What follows belongs to an exercise in optimizing a design on an open flow for small area, a short achievable clock period and few clock cycles; a production flow would make more cautious choices. Function was checked by simulation only, so behaviour that the tests miss may differ from the original. Power and IR drop assume default switching activity.

==> flow/design.v (excerpt) <==
module bmem_top (
    input  logic         clk,
    input  logic         rst_n,
    input  logic [31:0]  icache_addr,
    input  logic         icache_read,
    output logic         icache_resp,
    output logic [255:0] icache_rdata,
    input  logic [31:0]  dcache_addr,
    input  logic         dcache_read,
    input  logic         dcache_write,
    input  logic [255:0] dcache_wdata,
    output logic         dcache_resp,
    output logic [255:0] dcache_rdata,
    output logic [31:0]  bmem_addr,
    output logic         bmem_read,
    output logic         bmem_write,
    output logic [63:0]  bmem_wdata,
    input  logic         bmem_ready,
    input  logic [63:0]  bmem_rdata,
    input  logic         bmem_rvalid
);
clock: 5.0 ns
lec_check: 0
abc_area: 1
cap_margin: 20
core_area: 10 10 370 370
cts_buf_list: sky130_fd_sc_hd__clkbuf_8
cts_cluster_diameter: 60
cts_cluster_size: 12
die_area: 0 0 380 380
place_density: 0.4
setup_slack_margin: 2.5
slew_margin: 20
standard.sh (not shown) runs the stock make flow with config.mk's settings and CLKGATE_MAP_FILE= SYNTH_SCRIPT=/design/flow/synth_recipe.tcl, a recipe that flattens the netlist after the stock synthesis.
==> flow/flow/run.sh <==
#!/bin/bash
# Standard layout with two changes: a fixed pin plan (written by flow/pins.py and sourced
# at the end of floorplan through ORFS's IO_CONSTRAINTS hook) that keeps each bit slice's
# ports together, and buf_1 as the port buffer instead of the resizer's default pick.
set -euo pipefail
python3 flow/pins.py 380 > pins.tcl 2> pins.log
export IO_CONSTRAINTS="$PWD/pins.tcl"
export BUFFER_PORTS_ARGS="-buffer_cell sky130_fd_sc_hd__buf_1"
bash standard.sh > flow_standard.log 2>&1
Other scripts of this flow, unchanged in this note and not shown: flow/flow/pins.py
Testbench counts at the start, summed over its fixed seeds: cycles 13,461.
Edit:
--- a/flow/config.mk
+++ b/flow/config.mk
@@ -10,5 +10,3 @@
 export CORE_AREA = 10 10 370 370
-export CTS_BUF_LIST = sky130_fd_sc_hd__clkbuf_8
-export CTS_CLUSTER_DIAMETER = 60
-export CTS_CLUSTER_SIZE = 12
+export CTS_BUF_LIST = sky130_fd_sc_hd__clkbuf_4
 export DIE_AREA = 0 0 380 380
@@ -17 +15,2 @@
 export SLEW_MARGIN = 20
+export TNS_END_PERCENT = 0
Effect: Worst setup slack got worse by 0.14 ns. Clock skew stays flat. Sequential share of layout area increases by 0.32 points. Routed wire length decreases by about 1.2%. Synthesized cell count is unchanged. Synthesized area stays the same. Total power increases by about 6%. Global-route usage increases by 0.12 points. Sequential power is about the same. Non-clock buffer count decreases by 18. Maximum frequency decreases by about 5%.
Edit:
--- a/flow/config.mk
+++ b/flow/config.mk
@@ -10,7 +10,6 @@
 export CORE_AREA = 10 10 370 370
-export CTS_BUF_LIST = sky130_fd_sc_hd__clkbuf_4
+export CTS_BUF_LIST = sky130_fd_sc_hd__clkbuf_8
 export DIE_AREA = 0 0 380 380
 export PLACE_DENSITY = 0.4
-export SETUP_SLACK_MARGIN = 2.5
+export SETUP_SLACK_MARGIN = 2.4
 export SLEW_MARGIN = 20
-export TNS_END_PERCENT = 0
After rerunning: Design area barely changes. Worst hold slack barely changes. Setup slack gains 0.19 ns. Sequential share of layout area stays flat. Wire length fell by 1.2%.
Edit:
--- a/flow/config.mk
+++ b/flow/config.mk
@@ -13,3 +13,3 @@
 export PLACE_DENSITY = 0.4
-export SETUP_SLACK_MARGIN = 2.4
+export SETUP_SLACK_MARGIN = 2.2
 export SLEW_MARGIN = 20
Non-clock buffer count fell by 18; fmax drops by 5.8%; clock-buffer cell count went up by 3; cell count went down by about 0.54%; worst hold slack gets worse by 0.0038 ns; design area drops by about 2.4%; combinational power drops by 7.5%; utilization goes down by 0.29 points; die area stays the same; total power climbs by 1.2%.
Edit:
--- a/flow/config.mk
+++ b/flow/config.mk
@@ -10,6 +10,8 @@
 export CORE_AREA = 10 10 370 370
-export CTS_BUF_LIST = sky130_fd_sc_hd__clkbuf_8
+export CTS_BUF_LIST = sky130_fd_sc_hd__clkbuf_16
+export CTS_CLUSTER_DIAMETER = 80
+export CTS_CLUSTER_SIZE = 25
 export DIE_AREA = 0 0 380 380
 export PLACE_DENSITY = 0.4
-export SETUP_SLACK_MARGIN = 2.2
+export SETUP_SLACK_MARGIN = 2.5
 export SLEW_MARGIN = 20
Design area went up by a few percent; fmax went up by a few percent; routed wire length went up by a few percent; sequential share of layout area went down by 2.2 points; clock skew went down by 0.013 ns.

==> what the ideal ports hide <==
The results above use ideal ports. As a check the final layouts listed here were re-extracted and re-timed, cells and wires unchanged. Step 1 sets driving cells, clkbuf_16 on the clock port and buf_2 on the other inputs (assumed; they add their load-dependent delay and slew). Step 2 adds t to the input delays and takes it off the output delays; t is the mean of the earliest and latest rising clock arrival at the registers after step 1. Input paths then give back, and output paths get back, about the clock's delay inside the block. Three values: ideal ports, drivers, drivers and shift; two values: the first two.
run	t (ns)	setup slack, ns	worst hold slack (ns)	worst setup path after step 2	pins driven straight from the clock port
the first run	0.686	2.451 / 2.400 / 2.032	0.492 / 0.492 / 0.492	input to register	1
the second run	0.833	2.313 / 2.263 / 2.120	0.490 / 0.472 / 0.490	input to register	1
the third run	0.650	2.501 / 2.459 / 1.882	0.490 / 0.490 / 0.490	input to register	1
the fourth run	0.656	2.348 / 2.305 / 2.079	0.486 / 0.486 / 0.486	input to register	1
the fifth run	0.599	2.497 / 2.443 / 2.381	0.496 / 0.496 / 0.496	input to register	1
After both steps setup and hold are still met in every run listed. For the third run, which loses most, drivers alone change the setup slack by -0.042 ns; drivers and shift together by -0.619 ns.
